From an optimization exercise on the open Yosys and OpenROAD flow, aimed at a short achievable clock period and few clock cycles; shortcuts taken in it are not production practice. Function was checked by simulation only, so behaviour that the tests miss may differ from the original.

==> flow/design.v <==
module mem_io_responder #(
  parameter int          Nloc      = 64,
  parameter int          Dbits     = 32,
  parameter logic [31:0] DMEM_BASE = 32'h1001_0000,
  parameter logic [31:0] IO_BASE   = 32'h1003_0000
) (
  input  logic              clk,
  input  logic              reset,
  input  logic [31:0]       mem_addr,
  input  logic              mem_rd,
  input  logic              mem_wr,
  input  logic [Dbits-1:0]  mem_writedata,
  output logic [Dbits-1:0]  mem_readdata,
  output logic              cpu_enable,
  output logic [15:0]       led
);
  localparam int AW = $clog2(Nloc);
  logic        wait_q;           
  logic [15:0] led_q;
  logic [31:0] cycle_q, cycle_inc;
  logic        err_q;
  logic [Nloc-1:0][Dbits-1:0] ram_q;
  logic [Dbits-1:0]           rdata_q, rdata_d, io_rd, wb_rd;
  logic             wb_vld_q;
  logic [Nloc-1:0]  wb_we_q;
  logic [AW-1:0]    wb_idx_q;
  logic [Dbits-1:0] wb_data_q;
  logic             fwd;
  logic          aligned;
  logic          dmem_hit;
  logic          io_base;
  logic          io_led, io_cyc, io_stat, io_hit;
  logic [AW-1:0] ram_idx;
  always_comb begin
    aligned  = (mem_addr[1:0] == 2'b00);
    io_base  = aligned && (mem_addr[31:16] == IO_BASE[31:16]) &&
               (mem_addr[15:4] == 12'd0);
    io_led   = io_base && (mem_addr[3:2] == 2'd0);
    io_cyc   = io_base && (mem_addr[3:2] == 2'd1);
    io_stat  = io_base && (mem_addr[3:2] == 2'd2);
    io_hit   = io_led | io_cyc | io_stat;
    ram_idx  = mem_addr[AW+1:2];
  end
  mio_hit #(.BASE(DMEM_BASE[31:16]), .AW(AW)) u_hit (.addr(mem_addr), .hit(dmem_hit));
  logic done, st_req, ld_req, ram_st;
  always_comb begin
    done   = !mem_rd || wait_q;
    st_req = done && mem_wr;
    ld_req = done && mem_rd && !mem_wr;
    ram_st = st_req && dmem_hit && !reset;
  end
  localparam int NG = 4;
  localparam int GW = Dbits / NG;
  logic [NG-1:0][Nloc-1:0] rsel;
  logic [Nloc-1:0]         wen;
  for (genvar g = 0; g < NG; g++) begin : g_rdec
    mio_dec #(.G(g)) u_dec (.idx(ram_idx), .en(dmem_hit), .mask(wb_we_q), .sel(rsel[g]));
  end
  mio_dec #(.G(NG)) u_wdec (.idx(ram_idx), .en(ram_st), .mask('0), .sel(wen));
  for (genvar b = 0; b < Dbits; b++) begin : g_bit
    logic [31:0] t1;
    logic [7:0]  t2;
    logic [3:0]  t3;
    for (genvar k = 0; k < 32; k++) begin : g_l1
      mio_aoi22 u (.a(ram_q[2*k][b]), .b(rsel[b / GW][2*k]), .c(ram_q[2*k+1][b]), .d(rsel[b / GW][2*k+1]),
                   .y(t1[k]));
    end
    for (genvar m = 0; m < 8; m++) begin : g_l2
      mio_nand4 u (.a(t1[4*m]), .b(t1[4*m+1]), .c(t1[4*m+2]), .d(t1[4*m+3]), .y(t2[m]));
    end
    for (genvar n = 0; n < 2; n++) begin : g_l3
      mio_nor2 u (.a(t2[2*n]), .b(t2[2*n+1]), .y(t3[n]));
    end
    mio_nor3 u_l3io (.a(t2[4]), .b(t2[5]), .c(io_rd[b]), .y(t3[2]));
    mio_nor3 u_l3wb (.a(t2[6]), .b(t2[7]), .c(wb_rd[b]), .y(t3[3]));
    mio_nand4 u_l4 (.a(t3[0]), .b(t3[1]), .c(t3[2]), .d(t3[3]), .y(rdata_d[b]));
  end
  assign cycle_inc = cycle_q + 32'd1;
  always_comb begin
    fwd   = dmem_hit && wb_vld_q && (wb_idx_q == ram_idx);
    wb_rd = wb_data_q & {Dbits{fwd}};
    io_rd = '0;
    if (io_led)  io_rd = Dbits'(led_q);
    if (io_cyc)  io_rd = Dbits'(cycle_inc);
    if (io_stat) io_rd = Dbits'(err_q);
  end
  assign cpu_enable   = done;
  assign mem_readdata = rdata_q;
  assign led          = led_q;
  always_ff @(posedge clk) begin
    rdata_q   <= rdata_d;
    wb_idx_q  <= ram_idx;
    wb_data_q <= mem_writedata;
    wb_vld_q  <= ram_st;
    wb_we_q   <= wen;
    if (reset) begin
      wait_q  <= 1'b0;
      led_q   <= 16'd0;
      cycle_q <= 32'd0;
      err_q   <= 1'b0;
    end else begin
      wait_q  <= mem_rd && !wait_q;
      cycle_q <= cycle_inc;
      if (st_req) begin
        if (dmem_hit) begin
        end else if (io_led) begin
          led_q <= mem_writedata[15:0];
        end else if (io_cyc) begin
          cycle_q <= 32'(mem_writedata);
        end else if (io_stat) begin
          if (mem_writedata[0]) err_q <= 1'b0;
        end else begin
          err_q <= 1'b1;
        end
      end else if (ld_req) begin
        if (!dmem_hit && !io_hit) err_q <= 1'b1;
      end
    end
  end
  always_ff @(posedge clk) begin
    for (int i = 0; i < Nloc; i++)
      if (wb_we_q[i]) ram_q[i] <= wb_data_q;
  end
endmodule
module mio_hit #(
  parameter logic [15:0] BASE = 16'h1001,
  parameter int          AW   = 6
) (
  input  logic [31:0] addr,
  output logic        hit
);
  assign hit = (addr[1:0] == 2'b00) && (addr[31:16] == BASE) && (addr[15:AW+2] == '0);
endmodule
module mio_dec #(
  parameter int G = 0
) (
  input  logic [5:0]  idx,
  input  logic        en,
  input  logic [63:0] mask,
  output logic [63:0] sel
);
  logic [3:0] pd0, pd1, pd2, pd2e;
  mio_pdec u_pd0 (.a(idx[0]), .b(idx[1]), .y(pd0));
  mio_pdec u_pd1 (.a(idx[2]), .b(idx[3]), .y(pd1));
  mio_pdec u_pd2 (.a(idx[4]), .b(idx[5]), .y(pd2));
  for (genvar j = 0; j < 4; j++) begin : g_en
    mio_and2 u (.a(pd2[j]), .b(en), .y(pd2e[j]));
  end
  for (genvar i = 0; i < 64; i++) begin : g_sel
    mio_and3m u (.a(pd0[i % 4]), .b(pd1[(i / 4) % 4]), .c(pd2e[i / 16]), .m(mask[i]),
                 .y(sel[i]));
  end
endmodule
module mio_pdec (input logic a, b, output logic [3:0] y);
  assign y[0] = ~a & ~b;
  assign y[1] =  a & ~b;
  assign y[2] = ~a &  b;
  assign y[3] =  a &  b;
endmodule
module mio_and2 (input logic a, b, output logic y);
  assign y = a & b;
endmodule
module mio_and3m (input logic a, b, c, m, output logic y);
  assign y = a & b & c & ~m;
endmodule
module mio_aoi22 (input logic a, b, c, d, output logic y);
  assign y = ~((a & b) | (c & d));
endmodule
module mio_nand4 (input logic a, b, c, d, output logic y);
  assign y = ~(a & b & c & d);
endmodule
module mio_nor2 (input logic a, b, output logic y);
  assign y = ~(a | b);
endmodule
module mio_nor3 (input logic a, b, c, output logic y);
  assign y = ~(a | b | c);
endmodule
make LEC_CHECK=0 ABC_CLOCK_PERIOD_IN_PS=2000 CAP_MARGIN=20 CORE_MARGIN=2 CORE_UTILIZATION=50 SETUP_SLACK_MARGIN=2.9 SLEW_MARGIN=20 SYNTH_HIERARCHICAL=1 SYNTH_MINIMUM_KEEP_SIZE=0 TNS_END_PERCENT=100 finish   # period 5.5 ns
run.sh (not shown) runs the stock make flow with config.mk's settings and CLKGATE_MAP_FILE= SYNTH_SCRIPT=/design/flow/synth_recipe.tcl, a recipe that flattens the netlist after the stock synthesis.
Testbench counts at the start, summed over its fixed seeds: cycles 32,650.
Edit:
--- a/flow/design.v
+++ b/flow/design.v
@@ -17,13 +17,13 @@
   localparam int AW = $clog2(Nloc);
   logic        wait_q;           
   logic [15:0] led_q;
   logic [31:0] cycle_q, cycle_inc;
   logic        err_q;
   logic [Nloc-1:0][Dbits-1:0] ram_q;
-  logic [Dbits-1:0]           rdata_q, rdata_d, io_rd, wb_rd;
+  logic [Dbits-1:0]           rdata_q, rdata_d, ram_or, ram_rd;
   logic             wb_vld_q;
   logic [Nloc-1:0]  wb_we_q;
   logic [AW-1:0]    wb_idx_q;
   logic [Dbits-1:0] wb_data_q;
   logic             fwd;
   logic          aligned;
@@ -51,13 +51,13 @@
   end
   localparam int NG = 4;
   localparam int GW = Dbits / NG;
   logic [NG-1:0][Nloc-1:0] rsel;
   logic [Nloc-1:0]         wen;
   for (genvar g = 0; g < NG; g++) begin : g_rdec
-    mio_dec #(.G(g)) u_dec (.idx(ram_idx), .en(dmem_hit), .mask(wb_we_q), .sel(rsel[g]));
+    mio_dec #(.G(g)) u_dec (.idx(ram_idx), .en(1'b1), .mask(wb_we_q), .sel(rsel[g]));
   end
   mio_dec #(.G(NG)) u_wdec (.idx(ram_idx), .en(ram_st), .mask('0), .sel(wen));
   for (genvar b = 0; b < Dbits; b++) begin : g_bit
     logic [31:0] t1;
     logic [7:0]  t2;
     logic [3:0]  t3;
@@ -65,27 +65,26 @@
       mio_aoi22 u (.a(ram_q[2*k][b]), .b(rsel[b / GW][2*k]), .c(ram_q[2*k+1][b]), .d(rsel[b / GW][2*k+1]),
                    .y(t1[k]));
     end
     for (genvar m = 0; m < 8; m++) begin : g_l2
       mio_nand4 u (.a(t1[4*m]), .b(t1[4*m+1]), .c(t1[4*m+2]), .d(t1[4*m+3]), .y(t2[m]));
     end
-    for (genvar n = 0; n < 2; n++) begin : g_l3
+    for (genvar n = 0; n < 4; n++) begin : g_l3
       mio_nor2 u (.a(t2[2*n]), .b(t2[2*n+1]), .y(t3[n]));
     end
-    mio_nor3 u_l3io (.a(t2[4]), .b(t2[5]), .c(io_rd[b]), .y(t3[2]));
-    mio_nor3 u_l3wb (.a(t2[6]), .b(t2[7]), .c(wb_rd[b]), .y(t3[3]));
-    mio_nand4 u_l4 (.a(t3[0]), .b(t3[1]), .c(t3[2]), .d(t3[3]), .y(rdata_d[b]));
+    mio_nand4 u_l4 (.a(t3[0]), .b(t3[1]), .c(t3[2]), .d(t3[3]), .y(ram_or[b]));
   end
+  assign fwd       = wb_vld_q && (wb_idx_q == ram_idx);
+  assign ram_rd    = ram_or | (wb_data_q & {Dbits{fwd}});
   assign cycle_inc = cycle_q + 32'd1;
   always_comb begin
-    fwd   = dmem_hit && wb_vld_q && (wb_idx_q == ram_idx);
-    wb_rd = wb_data_q & {Dbits{fwd}};
-    io_rd = '0;
-    if (io_led)  io_rd = Dbits'(led_q);
-    if (io_cyc)  io_rd = Dbits'(cycle_inc);
-    if (io_stat) io_rd = Dbits'(err_q);
+    rdata_d = '0;
+    if (dmem_hit) rdata_d = ram_rd;
+    if (io_led)   rdata_d = Dbits'(led_q);
+    if (io_cyc)   rdata_d = Dbits'(cycle_inc);
+    if (io_stat)  rdata_d = Dbits'(err_q);
   end
   assign cpu_enable   = done;
   assign mem_readdata = rdata_q;
   assign led          = led_q;
   always_ff @(posedge clk) begin
     rdata_q   <= rdata_d;
@@ -169,9 +168,6 @@
 module mio_nand4 (input logic a, b, c, d, output logic y);
   assign y = ~(a & b & c & d);
 endmodule
 module mio_nor2 (input logic a, b, output logic y);
   assign y = ~(a | b);
 endmodule
-module mio_nor3 (input logic a, b, c, output logic y);
-  assign y = ~(a | b | c);
-endmodule
Critical path depth is unchanged.
Hold slack is better by 0.029 ns.
Non-clock buffer count rises by 19.
Synthesized cell count rises by 0.43%.
Fmax shrinks by 2.4%.
Cell area barely changes.
Testbench counts after the change, summed over its fixed seeds: cycles 32,650.

-- re-timing with driven ports --
The flow's constraints put no driver on any port. The routed layouts listed below were extracted and timed again, unchanged, in two steps. Step 1, drivers: a clkbuf_16 drives clk and a buf_2 each remaining input, both assumed. Step 2 also shifts input and output timing later by t, the mid clock arrival at the registers, as if the neighbouring blocks saw the same clock. Three values: no drivers, after step 1, after step 2; two values: the first two.
run | t, ns | setup WS [ns] | cell pins on the clock port's net
the first run | 0.937 | 2.790 / 2.811 / 1.874 | 1
the second run | 0.921 | 2.723 / 2.695 / 1.774 | 1
After both steps every run listed still meets setup and hold. The setup slack of the second run, which loses most, moves by -0.028 ns with the drivers and by -0.949 ns with both steps.
